Background: an optimization exercise with open tools, aiming at small area, a short achievable clock period and few clock cycles per item. Do not read the settings as production practice.
At most, simulation tests tie the RTL to the original design; equivalence was not proved.

==> inputs of branch yarrow <==
## rms_sound_level_meter
module rms_sound_level_meter #(
   parameter int MAX_BLOCK = 1024
) (
   input  logic                 clock,
   input  logic                 reset,
   input  logic                 req_valid,
   output logic                 req_stall,
   input  logic signed [31:0]   audio_word,
   input  logic                 block_end,
   output logic                 rsp_valid,
   input  logic                 rsp_stall,
   output logic signed [15:0]   level_db,
   output logic                 report_out,
   output logic                 silent,
   input  logic                 csr_we,
   input  logic [1:0]           csr_index,
   input  logic [14:0]          csr_wdata
);
==> flow/config.mk <==
export PLATFORM = sky130hd
export DESIGN_NAME = rms_sound_level_meter
export DESIGN_NICKNAME = rms_sound_level_meter
export VERILOG_FILES = /design/flow/design.v
export SDC_FILE = /design/flow/constraint.sdc
export NUM_CORES = 4
export LEC_CHECK = 0
export CAP_MARGIN = 20
export CORE_MARGIN = 2
export CORE_UTILIZATION = 40
export SLEW_MARGIN = 20
==> flow/constraint.sdc <==
create_clock -name core_clock -period 13.0 [get_ports {clock}]
set_input_delay 2.6000 -clock core_clock [delete_from_list [all_inputs] [get_ports {clock}]]
set_output_delay 2.6000 -clock core_clock [all_outputs]
set_load 0.01 [all_outputs]
standard.sh (not shown) runs the stock make flow with config.mk's settings and CLKGATE_MAP_FILE= SYNTH_SCRIPT=/design/flow/synth_recipe.tcl, a recipe that flattens the netlist after the stock synthesis.
==> flow/flow/run.sh <==
#!/bin/bash
# The standard layout (the standard.sh: standard synthesis, then ORFS
# floorplan to finish), with ORFS's repair_timing asked to keep a larger
# setup margin so that it sizes and buffers the critical paths.
set -euo pipefail
MARGIN=$(cat flow/margin.txt)
bash standard.sh SETUP_SLACK_MARGIN=$MARGIN finish > make_finish.log 2>&1
==> flow/flow/margin.txt <==
9.0
==> inputs of branch zinc, as changes to branch yarrow <==
--- a/flow/design.v
+++ b/flow/design.v
@@ -35,19 +35,20 @@
    logic        e_t_q, tk_t_q;
    logic [56:0] acc_q;
    logic [10:0] cnt_q;
    logic        pend_q, cap_q, zero_q, r1_q;
    logic [5:0]  b_q;
    logic [29:0] mr_q;
+   logic [6:0]  mx_q;
    logic [61:0] u1_q, u2_q;
    logic        br_q;
    logic [5:0]  ls_q, ln_q;
    logic [9:0]  nm_q;
    logic signed [41:0] p_q;
-   logic        h_en_q, h_first_q, h_e_q, h_s_q, h_n_q;
-   logic        ld_n_q, ld_r_q;
+   logic        h_first_q, h_dbl_q, h_e_q, h_s_q, h_n_q;
+   logic        ld_f_q, ld_n_q, ld_r_q;
    logic        sil_c_q;
    logic        f1_q;
    logic [14:0] thr_q, ofs_q;
    logic signed [15:0] last_q;
    logic        have_q;
    logic        rsp_valid_q;
@@ -585,23 +586,25 @@
                | ({9'd0, t1_q} & {9'd0, t2_q}), 1'b0};
    end
    always_ff @(posedge clock) begin
       acc_q <= csa_s + csa_c;
    end
    logic [5:0]  lzs;
-   logic [56:0] sh;
+   logic [56:0] csh;
+   logic [36:0] fsh;
    logic [3:0]  lzn;
    logic [10:0] nsh;
    always_comb begin
       lzs = 6'd0;
       for (int i = 0; i < 57; i++)
          if (acc_q[i]) lzs = 6'(56 - i);
       lzn = 4'd0;
       for (int i = 0; i < 11; i++)
          if (cnt_q[i]) lzn = 4'(10 - i);
-      sh  = acc_q << lzs;
+      csh = acc_q << {lzs[5:3], 3'd0};               
+      fsh = {mr_q, mx_q} << ls_q[2:0];               
       nsh = cnt_q << lzn;
    end
    logic [61:0] lg_r1, lg_r2;
    wire lg_1 = (mr_q[0] & mr_q[25]) ^ (mr_q[1] & mr_q[24]);
    wire lg_2 = (mr_q[0] & mr_q[25]) & (mr_q[1] & mr_q[24]);
    wire lg_3 = (mr_q[0] & mr_q[26]) ^ (mr_q[1] & mr_q[25]);
@@ -1432,13 +1435,13 @@
    end
    logic        op_add, op_sub;
    logic [41:0] h_base, h_op;
    always_comb begin
       op_add = h_e_q ? (ln_q[5] & ~ls_q[5]) : (h_s_q & br_q);
       op_sub = h_e_q ? (ls_q[5] & ~ln_q[5]) : (h_n_q & br_q);
-      h_base = h_first_q ? 42'd0 : (h_n_q ? p_q : {p_q[40:0], 1'b0});
+      h_base = h_first_q ? 42'd0 : (h_dbl_q ? {p_q[40:0], 1'b0} : p_q);
       h_op   = op_add ? KDB : (op_sub ? KDB_NEG : 42'd0);
    end
    logic [18:0]        lv;
    logic signed [15:0] level_new;
    logic               f1_fire;
    assign f1_fire = (b_q == 6'd1) & ~rsp_valid_q;
@@ -1483,41 +1486,44 @@
       st_b    = int_two | (int_one & ~le_soon);   
       in_end  = req_valid & block_end & ~st_q;
       st_d    = in_end ? st_a : st_b;
    end
    always_ff @(posedge clock) begin
       br_q <= fbit;
+      mx_q <= csh[25:19];
       if (capture) begin
-         mr_q    <= sh[55:26];
+         mr_q    <= csh[55:26];
          ls_q    <= lzs;
          ln_q    <= {2'd0, lzn};
          nm_q    <= nsh[9:0];
          sil_c_q <= (acc_q == 57'd0);
       end else begin
-         if (ld_n_q)
+         if (ld_f_q)
+            mr_q <= fsh[36:7];
+         else if (ld_n_q)
             mr_q <= {nm_q, 20'd0};
          else if (ld_r_q)
             mr_q <= m_next;
          if (h_e_q) begin
             ls_q <= {ls_q[4:0], 1'b0};
             ln_q <= {ln_q[4:0], 1'b0};
          end
       end
-      if (h_en_q)
-         p_q <= h_base + h_op;
+      p_q <= h_base + h_op;       
       if (f1_fire) begin
          level_q  <= level_new;
          silent_q <= sil_c_q;
       end
       if (f1_q)
          report_q <= report;
-      h_en_q    <= (b_next >= B_LAST_STEP);
       h_first_q <= (b_next == B_START);
       h_e_q     <= (b_next >= B_LAST_E);
-      h_s_q     <= (b_next < B_LAST_E) & b_next[0];
-      h_n_q     <= (b_next < B_LAST_E) & ~b_next[0];
+      h_s_q     <= (b_next < B_LAST_E) & (b_next >= B_LAST_STEP) & b_next[0];
+      h_n_q     <= (b_next < B_LAST_E) & (b_next >= B_LAST_STEP) & ~b_next[0];
+      h_dbl_q   <= (b_next >= B_LAST_E) | ((b_next >= B_LAST_STEP) & b_next[0]);
+      ld_f_q    <= (b_next == B_START);
       ld_n_q    <= (b_next == B_LOAD_N);
       ld_r_q    <= (b_next < B_LOAD_N);
       r1_q      <= reset;
       zero_q    <= reset | r1_q | cap_next;
       if (reset) begin
          st_q        <= 1'b0;
==> flow/flow/run.sh (replaced) <==
#!/bin/bash
# The standard layout (standard.sh: ORFS synthesis with the standard flow's script,
# then floorplan to finish) with these changes to how it is optimized:
#  - Yosys's synth skips its early ABC pass (SYNTH_ARGS=-noabc), so the
#    full adders written in the RTL are extracted as they are, without
#    inverters between them; registers are the same as in the standard
#    synthesis;
#  - ORFS's repair_timing keeps a larger setup margin (flow/margin.txt), so
#    it sizes and buffers the critical paths;
#  - the port buffers are a plain buffer cell instead of the delay cell the
#    resizer picks by default.
# All output goes to make_finish.log here; ORFS's own logs are in orfs/logs.
set -euo pipefail
MARGIN=$(cat flow/margin.txt)
bash standard.sh SYNTH_ARGS=-noabc SETUP_SLACK_MARGIN=$MARGIN \
  "BUFFER_PORTS_ARGS=-buffer_cell sky130_fd_sc_hd__buf_4" finish > make_finish.log 2>&1
--- a/flow/config.mk
+++ b/flow/config.mk
@@ -4,8 +4,9 @@
 export VERILOG_FILES = /design/flow/design.v
 export SDC_FILE = /design/flow/constraint.sdc
 export NUM_CORES = 4
 export LEC_CHECK = 0
 export CAP_MARGIN = 20
 export CORE_MARGIN = 2
-export CORE_UTILIZATION = 40
+export CORE_UTILIZATION = 60
+export CTS_CLUSTER_SIZE = 30
 export SLEW_MARGIN = 20
==> notes.md <==
In branch yarrow the fmax is lower than in branch zinc, by 3.8%. Core utilization: branch zinc is higher than branch yarrow (21 points). In branch zinc the count of clock-buffer cells in the layout is lower than in branch yarrow, by 4. Of branch zinc and branch yarrow, branch zinc has the higher register-to-register slack (gap 0.16 ns). Against branch zinc, the worst setup slack of branch yarrow is lower by 0.16 ns. In branch yarrow the synthesized cell count is larger than in branch zinc, by 16%. Sequential share of layout area: branch zinc is higher than branch yarrow (1.3 points). Against branch zinc, the sequential cell count of branch yarrow is lower by 7. Against branch zinc, the non-clock buffer count of branch yarrow is higher by 89. Between branch zinc and branch yarrow, the lower wire length is in branch zinc (gap about 10%, measured against branch yarrow). Between branch yarrow and branch zinc, the lower clock skew is in branch zinc (gap 0.016 ns).
Testbench counts of branch zinc, summed over its fixed seeds: cycles 19,485, samples 19,106.
Only the layout flow was run in branch yarrow; the RTL was not checked for function there.

==> separate check: timing with driven ports <==
The flow's constraints put no driver on any port. The routed layouts listed below were extracted and timed again, unchanged, in two steps.
Step 1: set_driving_cell puts a clkbuf_16 on clock and a buf_2 on each other input, an assumption about the parent block.
Step 2, shift: input delay + t, output delay - t, t = (earliest + latest rising clock arrival at the registers) / 2. This alone moves slack from input paths to output paths.
a / b / c = no drivers / after step 1 / after step 2; a / b = the first two.
run	shift t [ns]	slack for setup (ns)	worst setup path after step 2
branch yarrow	0.744	8.852 / 8.852 / 8.560	input to register
branch zinc	0.712	9.009 / 8.954 / 8.702	input to register
After both steps every run listed still meets setup and hold. For branch zinc, which loses most, drivers alone change the setup slack by -0.055 ns; drivers and shift together by -0.307 ns.
